This is an optimization exercise on Yosys and OpenROAD, whose aim is small area, a short achievable clock period and few clock cycles per item, not a production implementation.
The RTL was checked by simulation tests, not by an equivalence proof against the original design.

--- design/flow/design.v ---
`timescale 1ns/1ns
package mipsPkg;
    typedef enum logic [5:0] {
        OP_SPECIAL  = 6'b000000,
        OP_SPECIAL2 = 6'b011100,
        OP_ADDI     = 6'b001000,
        OP_ORI      = 6'b001101,
        OP_LUI      = 6'b001111
    } opcodeE;
    typedef enum logic [5:0] {
        FN_SLL  = 6'b000000,
        FN_MFHI = 6'b010000,
        FN_MTHI = 6'b010001,
        FN_MFLO = 6'b010010,
        FN_MTLO = 6'b010011,
        FN_MULT = 6'b011000,
        FN_DIV  = 6'b011010,
        FN_ADD  = 6'b100000,
        FN_SUB  = 6'b100010
    } funcE;
    typedef enum logic [5:0] {
        FN2_MADD = 6'b000000,
        FN2_MSUB = 6'b000100
    } func2E;
    typedef enum logic [2:0] {
        ALU_ADD, ALU_SUB, ALU_MUL, ALU_DIV, ALU_SLL, ALU_OR, ALU_LUI
    } aluOpE;
    typedef enum logic [1:0] {
        WB_NONE, WB_ALU, WB_HI, WB_LO
    } wbSelE;  
    typedef enum logic [2:0] {
        HL_NONE, HL_PRODUCT, HL_MOVE_HI, HL_MOVE_LO, HL_ACCUM_ADD, HL_ACCUM_SUB
    } hiLoOpE;
    typedef enum logic [1:0] {
        DEC_IDLE, DEC_BUSY, DEC_ACK
    } decStateE;
endpackage
`timescale 1ns/1ns
module instrDecode (
    input  logic                       clk,
    input  logic                       reset,
    input  logic                       instrReq,
    input  logic [32-1:0]     instr,
    output logic                       instrAck,
    input  logic                       retire,
    output logic [5-1:0] rsAddr,
    output logic [5-1:0] rtAddr,
    input  logic [32-1:0]     rsData,
    input  logic [32-1:0]     rtData,
    output logic                       decValid,  
    output mipsPkg::aluOpE             decAluOp,
    output logic [32-1:0]     decOpA,
    output logic [32-1:0]     decOpB,
    output logic [32-1:0]     decRsValue,
    output logic [5-1:0] decDestReg,
    output mipsPkg::wbSelE             decWbSel,
    output mipsPkg::hiLoOpE            decHiLoOp
);
    localparam int immWidth = 15 - 0 + 1;
    localparam int shamtWidth = 10 - 6 + 1;
    mipsPkg::decStateE                   state;
    mipsPkg::opcodeE                     opcode;
    mipsPkg::funcE                       func;
    mipsPkg::func2E                      func2;
    logic [immWidth-1:0]        imm;
    logic [32-1:0]     sextImm;
    logic [32-1:0]     zextImm;
    logic [32-1:0]     shamtVal;
    mipsPkg::aluOpE                      aluOpNext;
    logic [32-1:0]     opANext;
    logic [32-1:0]     opBNext;
    logic [5-1:0] destNext;
    mipsPkg::wbSelE                      wbSelNext;
    mipsPkg::hiLoOpE                     hiLoOpNext;
    logic                       accept;
    assign opcode = mipsPkg::opcodeE'(instr[31:26]);
    assign func = mipsPkg::funcE'(instr[5:0]);
    assign func2 = mipsPkg::func2E'(instr[5:0]);
    assign imm = instr[15:0];
    assign sextImm = {{(32 - immWidth){imm[immWidth-1]}}, imm};
    assign zextImm = {{(32 - immWidth){1'b0}}, imm};
    assign shamtVal = {{(32 - shamtWidth){1'b0}}, instr[10:6]};
    assign rsAddr = instr[25:21];
    assign rtAddr = instr[20:16];
    assign accept = (state == mipsPkg::DEC_IDLE) && instrReq;
    always_comb
    begin
        aluOpNext = mipsPkg::ALU_ADD;
        opANext = rsData;
        opBNext = rtData;
        destNext = instr[15:11];
        wbSelNext = mipsPkg::WB_NONE;  
        hiLoOpNext = mipsPkg::HL_NONE;
        case (opcode)
            mipsPkg::OP_SPECIAL:
                case (func)
                    mipsPkg::FN_ADD:  wbSelNext = mipsPkg::WB_ALU;
                    mipsPkg::FN_SUB:
                    begin
                        aluOpNext = mipsPkg::ALU_SUB;
                        wbSelNext = mipsPkg::WB_ALU;
                    end
                    mipsPkg::FN_SLL:
                    begin
                        aluOpNext = mipsPkg::ALU_SLL;
                        opANext = shamtVal;
                        wbSelNext = mipsPkg::WB_ALU;
                    end
                    mipsPkg::FN_MULT:
                    begin
                        aluOpNext = mipsPkg::ALU_MUL;
                        hiLoOpNext = mipsPkg::HL_PRODUCT;
                    end
                    mipsPkg::FN_DIV:
                    begin
                        aluOpNext = mipsPkg::ALU_DIV;
                        hiLoOpNext = mipsPkg::HL_PRODUCT;
                    end
                    mipsPkg::FN_MFHI: wbSelNext = mipsPkg::WB_HI;
                    mipsPkg::FN_MFLO: wbSelNext = mipsPkg::WB_LO;
                    mipsPkg::FN_MTHI: hiLoOpNext = mipsPkg::HL_MOVE_HI;
                    mipsPkg::FN_MTLO: hiLoOpNext = mipsPkg::HL_MOVE_LO;
                    default: ;
                endcase
            mipsPkg::OP_SPECIAL2:
            begin
                aluOpNext = mipsPkg::ALU_MUL;
                if (func2 == mipsPkg::FN2_MADD)
                    hiLoOpNext = mipsPkg::HL_ACCUM_ADD;
                else if (func2 == mipsPkg::FN2_MSUB)
                    hiLoOpNext = mipsPkg::HL_ACCUM_SUB;
            end
            mipsPkg::OP_ADDI:
            begin
                opBNext = sextImm;
                destNext = rtAddr;
                wbSelNext = mipsPkg::WB_ALU;
            end
            mipsPkg::OP_ORI, mipsPkg::OP_LUI:
            begin
                aluOpNext = (opcode == mipsPkg::OP_ORI) ? mipsPkg::ALU_OR : mipsPkg::ALU_LUI;
                opBNext = zextImm;
                destNext = rtAddr;
                wbSelNext = mipsPkg::WB_ALU;
            end
            default: ;
        endcase
    end
    always_ff @(posedge clk)
    begin
        if (reset)
        begin
            state <= mipsPkg::DEC_IDLE;
            instrAck <= 1'b0;
            decValid <= 1'b0;
        end
        else
        begin
            decValid <= accept;
            case (state)
                mipsPkg::DEC_IDLE: if (instrReq) state <= mipsPkg::DEC_BUSY;
                mipsPkg::DEC_BUSY:
                    if (retire)
                    begin
                        state <= mipsPkg::DEC_ACK;
                        instrAck <= 1'b1;
                    end
                mipsPkg::DEC_ACK:
                    if (!instrReq)  
                    begin
                        state <= mipsPkg::DEC_IDLE;
                        instrAck <= 1'b0;
                    end
                default: state <= mipsPkg::DEC_IDLE;
            endcase
        end
    end
    always_ff @(posedge clk)
    begin
        if (accept)
        begin
            decAluOp <= aluOpNext;
            decOpA <= opANext;
            decOpB <= opBNext;
            decRsValue <= rsData;
            decDestReg <= destNext;
            decWbSel <= wbSelNext;
            decHiLoOp <= hiLoOpNext;
        end
    end
endmodule
`timescale 1ns/1ns
module regFile (
    input  logic                       clk,
    input  logic                       reset,
    input  logic [5-1:0] rsAddr,
    input  logic [5-1:0] rtAddr,
    output logic [32-1:0]     rsData,
    output logic [32-1:0]     rtData,
    input  logic                       wrEn,
    input  logic [5-1:0] wrAddr,
    input  logic [32-1:0]     wrData
);
    logic [32-1:0] regs [32];
    always_ff @(posedge clk)
    begin
        if (reset)
        begin
            for (int i = 0; i < 32; i++)
                regs[i] <= '0;
        end
        else if (wrEn)
        begin
            regs[wrAddr] <= wrData;  
        end
    end
    assign rsData = regs[rsAddr];
    assign rtData = regs[rtAddr];
endmodule
`timescale 1ns/1ns
module aluExecute (
    input  logic           clk,
    input  logic           reset,
    input  logic                       decValid,
    input  mipsPkg::aluOpE             decAluOp,
    input  logic [32-1:0]     decOpA,
    input  logic [32-1:0]     decOpB,
    input  logic [32-1:0]     decRsValue,
    input  logic [5-1:0] decDestReg,
    input  mipsPkg::wbSelE             decWbSel,
    input  mipsPkg::hiLoOpE            decHiLoOp,
    output logic                       resValid,  
    output logic [32-1:0]     resAluLow,
    output logic [32-1:0]     resAluHigh,
    output logic [32-1:0]     resRsValue,
    output logic [5-1:0] resDestReg,
    output mipsPkg::wbSelE             resWbSel,
    output mipsPkg::hiLoOpE            resHiLoOp
);
    localparam int immWidth = 15 - 0 + 1;
    logic [2*32-1:0] product;
    logic [32-1:0]   lowRes;
    logic [32-1:0]   highRes;
    assign product = {{32{1'b0}}, decOpA} * {{32{1'b0}}, decOpB};
    always_comb
    begin
        lowRes = '0;
        highRes = '0;
        case (decAluOp)
            mipsPkg::ALU_ADD: lowRes = decOpA + decOpB;
            mipsPkg::ALU_SUB: lowRes = decOpA - decOpB;
            mipsPkg::ALU_MUL: {highRes, lowRes} = product;
            mipsPkg::ALU_DIV:
                if (decOpB == '0)
                begin
                    lowRes = '1;  
                    highRes = decOpA;
                end
                else
                begin
                    lowRes = decOpA / decOpB;
                    highRes = decOpA % decOpB;
                end
            mipsPkg::ALU_SLL: lowRes = decOpB << decOpA;
            mipsPkg::ALU_OR:  lowRes = decOpA | decOpB;
            mipsPkg::ALU_LUI:
                lowRes = {decOpB[immWidth-1:0], {(32 - immWidth){1'b0}}};
            default: ;
        endcase
    end
    always_ff @(posedge clk)
    begin
        if (reset)
            resValid <= 1'b0;
        else
            resValid <= decValid;
    end
    always_ff @(posedge clk)
    begin
        if (decValid)
        begin
            resAluLow <= lowRes;
            resAluHigh <= highRes;
            resRsValue <= decRsValue;
            resDestReg <= decDestReg;
            resWbSel <= decWbSel;
            resHiLoOp <= decHiLoOp;
        end
    end
endmodule
`timescale 1ns/1ns
module hiLoResult (
    input  logic                       clk,
    input  logic                       reset,
    input  logic                       resValid,
    input  logic [32-1:0]     resAluLow,
    input  logic [32-1:0]     resAluHigh,
    input  logic [32-1:0]     resRsValue,
    input  logic [5-1:0] resDestReg,
    input  mipsPkg::wbSelE             resWbSel,
    input  mipsPkg::hiLoOpE            resHiLoOp,
    output logic                       wrEn,
    output logic [5-1:0] wrAddr,
    output logic [32-1:0]     wrData,
    output logic                       retire,
    output logic                       wbValid,
    output logic [5-1:0] wbReg,
    output logic [32-1:0]     wbData
);
    logic [32-1:0]   hi;
    logic [32-1:0]   lo;
    logic [2*32-1:0] product;
    logic [2*32-1:0] accum;
    assign product = {resAluHigh, resAluLow};
    assign accum = {hi, lo};
    assign wrEn = resValid && (resWbSel != mipsPkg::WB_NONE);
    assign wrAddr = resDestReg;
    always_comb
    begin
        case (resWbSel)
            mipsPkg::WB_HI:   wrData = hi;  
            mipsPkg::WB_LO:   wrData = lo;
            default: wrData = resAluLow;
        endcase
    end
    always_ff @(posedge clk)
    begin
        if (reset)
        begin
            hi <= '0;
            lo <= '0;
        end
        else if (resValid)
        begin
            case (resHiLoOp)
                mipsPkg::HL_PRODUCT:   {hi, lo} <= product;
                mipsPkg::HL_MOVE_HI:   hi <= resRsValue;
                mipsPkg::HL_MOVE_LO:   lo <= resRsValue;
                mipsPkg::HL_ACCUM_ADD: {hi, lo} <= accum + product;  
                mipsPkg::HL_ACCUM_SUB: {hi, lo} <= accum - product;
                default: ;
            endcase
        end
    end
    always_ff @(posedge clk)
    begin
        if (reset)
        begin
            retire <= 1'b0;
            wbValid <= 1'b0;
        end
        else
        begin
            retire <= resValid;
            wbValid <= wrEn;
        end
    end
    always_ff @(posedge clk)
    begin
        if (wrEn)
        begin
            wbReg <= wrAddr;
            wbData <= wrData;
        end
    end
endmodule
`timescale 1ns/1ns
module mipsCore (
    input  logic                       clk,
    input  logic                       reset,
    input  logic                       instrReq,
    input  logic [32-1:0]     instr,
    output logic                       instrAck,
    output logic                       wbValid,
    output logic [5-1:0] wbReg,
    output logic [32-1:0]     wbData
);
    logic [5-1:0] rsAddr;
    logic [5-1:0] rtAddr;
    logic [32-1:0]     rsData;
    logic [32-1:0]     rtData;
    logic                       wrEn;
    logic [5-1:0] wrAddr;
    logic [32-1:0]     wrData;
    logic                       retire;
    logic                       decValid;
    mipsPkg::aluOpE             decAluOp;
    logic [32-1:0]     decOpA;
    logic [32-1:0]     decOpB;
    logic [32-1:0]     decRsValue;
    logic [5-1:0] decDestReg;
    mipsPkg::wbSelE             decWbSel;
    mipsPkg::hiLoOpE            decHiLoOp;
    logic                       resValid;
    logic [32-1:0]     resAluLow;
    logic [32-1:0]     resAluHigh;
    logic [32-1:0]     resRsValue;
    logic [5-1:0] resDestReg;
    mipsPkg::wbSelE             resWbSel;
    mipsPkg::hiLoOpE            resHiLoOp;
    instrDecode uDecode (
        .clk      (clk),
        .reset    (reset),
        .instrReq (instrReq),
        .instr    (instr),
        .instrAck (instrAck),
        .retire   (retire),
        .rsAddr   (rsAddr),
        .rtAddr   (rtAddr),
        .rsData   (rsData),
        .rtData   (rtData),
        .decValid     (decValid),
        .decAluOp     (decAluOp),
        .decOpA       (decOpA),
        .decOpB       (decOpB),
        .decRsValue   (decRsValue),
        .decDestReg   (decDestReg),
        .decWbSel     (decWbSel),
        .decHiLoOp    (decHiLoOp)
    );
    regFile uRegFile (
        .clk    (clk),
        .reset  (reset),
        .rsAddr (rsAddr),
        .rtAddr (rtAddr),
        .rsData (rsData),
        .rtData (rtData),
        .wrEn   (wrEn),
        .wrAddr (wrAddr),
        .wrData (wrData)
    );
    aluExecute uExecute (
        .clk     (clk),
        .reset   (reset),
        .decValid     (decValid),
        .decAluOp     (decAluOp),
        .decOpA       (decOpA),
        .decOpB       (decOpB),
        .decRsValue   (decRsValue),
        .decDestReg   (decDestReg),
        .decWbSel     (decWbSel),
        .decHiLoOp    (decHiLoOp),
        .resValid     (resValid),
        .resAluLow    (resAluLow),
        .resAluHigh   (resAluHigh),
        .resRsValue   (resRsValue),
        .resDestReg   (resDestReg),
        .resWbSel     (resWbSel),
        .resHiLoOp    (resHiLoOp)
    );
    hiLoResult uResult (
        .clk     (clk),
        .reset   (reset),
        .resValid     (resValid),
        .resAluLow    (resAluLow),
        .resAluHigh   (resAluHigh),
        .resRsValue   (resRsValue),
        .resDestReg   (resDestReg),
        .resWbSel     (resWbSel),
        .resHiLoOp    (resHiLoOp),
        .wrEn    (wrEn),
        .wrAddr  (wrAddr),
        .wrData  (wrData),
        .retire  (retire),
        .wbValid (wbValid),
        .wbReg   (wbReg),
        .wbData  (wbData)
    );
endmodule
--- design/flow/run.sh ---
#!/bin/bash
# synth_recipe.tcl (not shown) runs the flow's synth.tcl, then flattens the netlist and writes it again
# the make line also repeats each setting of config.mk as NAME=value (left out here)
make -C /OpenROAD-flow-scripts/flow DESIGN_CONFIG=/design/flow/config.mk WORK_HOME=/design/flow/orfs CLKGATE_MAP_FILE= SYNTH_SCRIPT=/design/flow/synth_recipe.tcl finish
--- design/flow/config.mk ---
export PLATFORM = sky130hd
export DESIGN_NAME = mipsCore
export DESIGN_NICKNAME = mipsCore
export VERILOG_FILES = /design/flow/design.v
export SDC_FILE = /design/flow/constraint.sdc
export NUM_CORES = 4
export LEC_CHECK = 0
export CAP_MARGIN = 20
export CORE_MARGIN = 2
export CORE_UTILIZATION = 40
export SLEW_MARGIN = 20
--- design/flow/constraint.sdc ---
create_clock -name core_clock -period 100.0 [get_ports {clk}]
set_input_delay 20.0000 -clock core_clock [delete_from_list [all_inputs] [get_ports {clk}]]
set_output_delay 20.0000 -clock core_clock [all_outputs]
set_load 0.01 [all_outputs]
==> results.sh <==
export IMPL_synth_top_area_share_pct=27.9
export IMPL_dpl_hpwl_um=390000
export IMPL_yosys_warnings=4
export IMPL_syn_area_sq_um=137000
export IMPL_port_buffer_count=73
export IMPL_antenna_found_initial=58
export IMPL_hold_buffers=0
export IMPL_ios=74
export IMPL_worstPathArrival_ns=86.23
export IMPL_dp_cells=18200
export IMPL_path_max_fanout=43
export IMPL_grt_overflow_total=0
export IMPL_min_from="uDecode.decRsValue[7]"
export IMPL_final_hold_violation_count=0
export IMPL_cp_slowest_cell="o21a_1"
export IMPL_slew_headroom_pct=9.54
export IMPL_cts_root_buf="clkbuf_16"
export IMPL_numCtsBuffers=149
export IMPL_ys_seq_area_share_pct=29.0
export IMPL_track_usage_pct=31.4
export IMPL_slew_violations=0
export IMPL_wirelength_um=552000
export IMPL_fillers=33000
export IMPL_clock_skew_ns=0.0594
export IMPL_clk_latency_ns=0.80
export IMPL_syn_inst=14100
export IMPL_critPathKind="register to register"
export IMPL_drt_pass1_iterations=7
export IMPL_rows=215
export IMPL_yosysUniqueCellTypes=118
export IMPL_chipWidth_um=590
export IMPL_tritoncts="yes"
export IMPL_cts_max_path_buffers=3
export IMPL_end_kind="register"
export IMPL_first_iter_violations=14600
export IMPL_gp_congestion=1.05
export IMPL_async_flop_share_pct=0
export IMPL_finalNetCount=15700
export IMPL_start_util_pct=40.1
export IMPL_tightestPinTransition_ns=1.36
export IMPL_postSynthAreaPerCell_sq_um=9.71
export IMPL_startpoint="uDecode.decOpB[12]"
export IMPL_finalCoreUtilization_pct=43.3
export IMPL_crit_required_ns=100.55
export IMPL_synth_top_area_cell="edfxtp_1"
export IMPL_ys_seq_elements=1347
export IMPL_cts_sinks=1347
export IMPL_synth_edff_count=1276
export IMPL_postCtsResizedCells=0
export IMPL_rsz0062_at_grt="no"
export IMPL_coreArea_sq_um=342000
export IMPL_status="finished clean"
export IMPL_grt_pass1_wl_um=794000
export IMPL_grt_max_degree=129
export IMPL_final_layout_size_suffix_gt1_share_pct=11.6
export IMPL_die_area_sq_um=348000
export IMPL_fmax_mhz=11.7
export IMPL_yosys_most_used_dff="edfxtp_1"
export IMPL_worstReg2RegStart="uDecode.decOpB[12]"
export IMPL_postCtsSetupBuffers=0
export IMPL_wl_per_cell_um=29.9
export IMPL_hold_class="register to register"
export IMPL_drc=0
export IMPL_vias=115000
export IMPL_critPathMostFrequentCell="ha_1"
export IMPL_ant_nets=0
export IMPL_syn2layout_area_growth_pct=8.07
export IMPL_routed_via_density=6.21
export IMPL_htree_levels=4
export IMPL_min_period_ns=85.68
export IMPL_path_clk_slew_ns=0.06
export IMPL_final_setup_viol_count=0
export IMPL_finalNonFillerCells=18500
export IMPL_synth_area_top_cells="edfxtp_1 (28%), fa_1 (13%), mux4_2 (11%), ha_1 (8.7%), nor2_1 (5.1%)"
export IMPL_start_kind="register"
export IMPL_drv_cap=0
export IMPL_first_global_vias=111000
export IMPL_slowest_delay_ns=0.82
export IMPL_fin_setup_tns_ns=0
export IMPL_timing_final_crit_share_pct=85.7
export IMPL_synth_nets=16000
export IMPL_dieHeight_um=590
-- cells in the final DEF (no fill, tap or decap), types with 154 or more instances in the layout --
| cell | count |
|---|---|
| fa_1 | 900 |
| nor2_1 | 1846 |
| nand2_1 | 1577 |
| nand3_1 | 161 |
| mux4_2 | 650 |
| xor2_1 | 192 |
| ha_1 | 954 |
| and2_1 | 186 |
| edfxtp_1 | 1276 |
| buf_4 | 339 |
| xnor2_1 | 333 |
| nor3_1 | 211 |
| a21oi_1 | 743 |
| o21ai_0 | 481 |
| o21a_1 | 154 |
| a21o_1 | 228 |
| inv_1 | 1288 |
-- metrics by stage --
step                setup WS, ns  cell area (sq um)  hold WS, ns
floorplan                  27.60             137000        0.400
global placement           17.70             143000        0.401
detailed placement         16.51             143000        0.405
CTS                        16.18             148000        0.418
global route                8.92             148000        0.419
finish                     14.32             148000        0.417
-- critical path: cells and delay by family, from the launching register on --
family,cells,cell delay [ns]
adders and majority gates,31,10.01
buffers and inverters,20,4.77
DFF,1,0.35
muxes,8,3.34
AOI/OAI and AO/OA,154,47.13
and+or+nand+nor,75,19.47
-- final cells by class --
type,count,area [sq um],area share (%)
Clock buffer,184,3900,2.63
Multi-Input combinational cell,10600,89800,60.5
Sequential cell,1347,39700,26.8
Tap cell,4557,5700,3.84
Clock inverter,87,782,0.527
Timing Repair Buffer,419,3450,2.33
Inverter,1309,4910,3.31
Antenna cell,33,82.6,0.0557
-- metal layers --
| layer | track usage [%] | share of wire, % | vias up |
|---|---|---|---|
| li1 | - | - | 49100 |
| met1 | 39.4 | 37 | 57600 |
| met2 | 49.0 | 45 | 6779 |
| met3 | 6.82 | 10 | 1485 |
| met4 | 20.3 | 7.7 | 28 |
| met5 | 0 | 0.029 | - |
-- worst paths after layout --
kind / to / slack [ns] / cells after the start
setup / recovery: uExecute.resAluHigh[16] / 14.32 / 288
hold / removal: uExecute.resRsValue[7] / 0.42 / 0
setup reg to reg: uExecute.resAluHigh[16] / 14.32 / 288
hold reg to reg: uExecute.resRsValue[7] / 0.42 / 0
-- state kept, by name, indices dropped and copies added (netlist names), 3 cells and up --
name                 cells
uResult.wbData          32
uExecute.resAluLow      32
uDecode.decOpA          32
uDecode.decRsValue      32
uDecode.decHiLoOp        3
uDecode.decDestReg       5
uResult.hi              32
uExecute.resAluHigh     32
uDecode.decAluOp         3
uExecute.resHiLoOp       3
uExecute.resRsValue     32
uRegFile.regs         1024
uDecode.decOpB          32
uResult.wbReg            5
uExecute.resDestReg      5
uResult.lo              32
-- synthesized netlist by cell type, types with 212 or more instances --
cell,count
a21o_1,228
mux4_2,650
ha_1,954
o21ai_0,495
xnor2_1,335
inv_1,1302
clkbuf_1,736
nand2_1,1610
nor3_1,212
edfxtp_1,1276
a21oi_1,746
nor2_1,1851
fa_1,900
-- cells by family (layout without fill, tap and decap cells) --
| group | after synthesis | after routing | share of synthesized area (%) |
|---|---|---|---|
| AOI/OAI and AO/OA | 2665 | 2665 | 12.6 |
| xor gates and xnor gates | 527 | 527 | 3.36 |
| DFF | 1347 | 1347 | 29.0 |
| muxes | 872 | 872 | 12.4 |
| other | 0 | 33 | 0 |
| and+or+nand+nor | 4644 | 4644 | 14.8 |
| buffers and inverters | 2220 | 1999 | 6.11 |
| adders and majority gates | 1854 | 1854 | 21.8 |
Testbench counts, summed over its fixed seeds: cycles 33,600, instrs 4,800.

==> port drivers added, routing unchanged <==
Ports are ideal in the flow. The routed layout listed here was re-timed in OpenROAD. Step 1 (the two cells are an assumption about what drives the block):
set clk [get_ports {clk}]
set_driving_cell -lib_cell sky130_fd_sc_hd__clkbuf_16 $clk
set_driving_cell -lib_cell sky130_fd_sc_hd__buf_2 [delete_from_list [all_inputs] $clk]
Step 2 times the ports against the registers' clock, not the clock port: input delays grow and output delays shrink by t, the midpoint of the rising clock arrivals with the driver on. Slacks: no drivers / after step 1 / after step 2; pairs: no drivers / after step 1.
shift t [ns]: 0.867
setup WS [ns]: 14.323 / 14.323 / 14.323
worst setup path at the end: register to register
latest minus earliest clock arrival (ns): 0.065 / 0.065
pins driven straight from the clock port: 1
After both steps this run still meets setup and hold. The setup slack of this run moves by 0.000 ns with the drivers and by 0.000 ns with both steps.
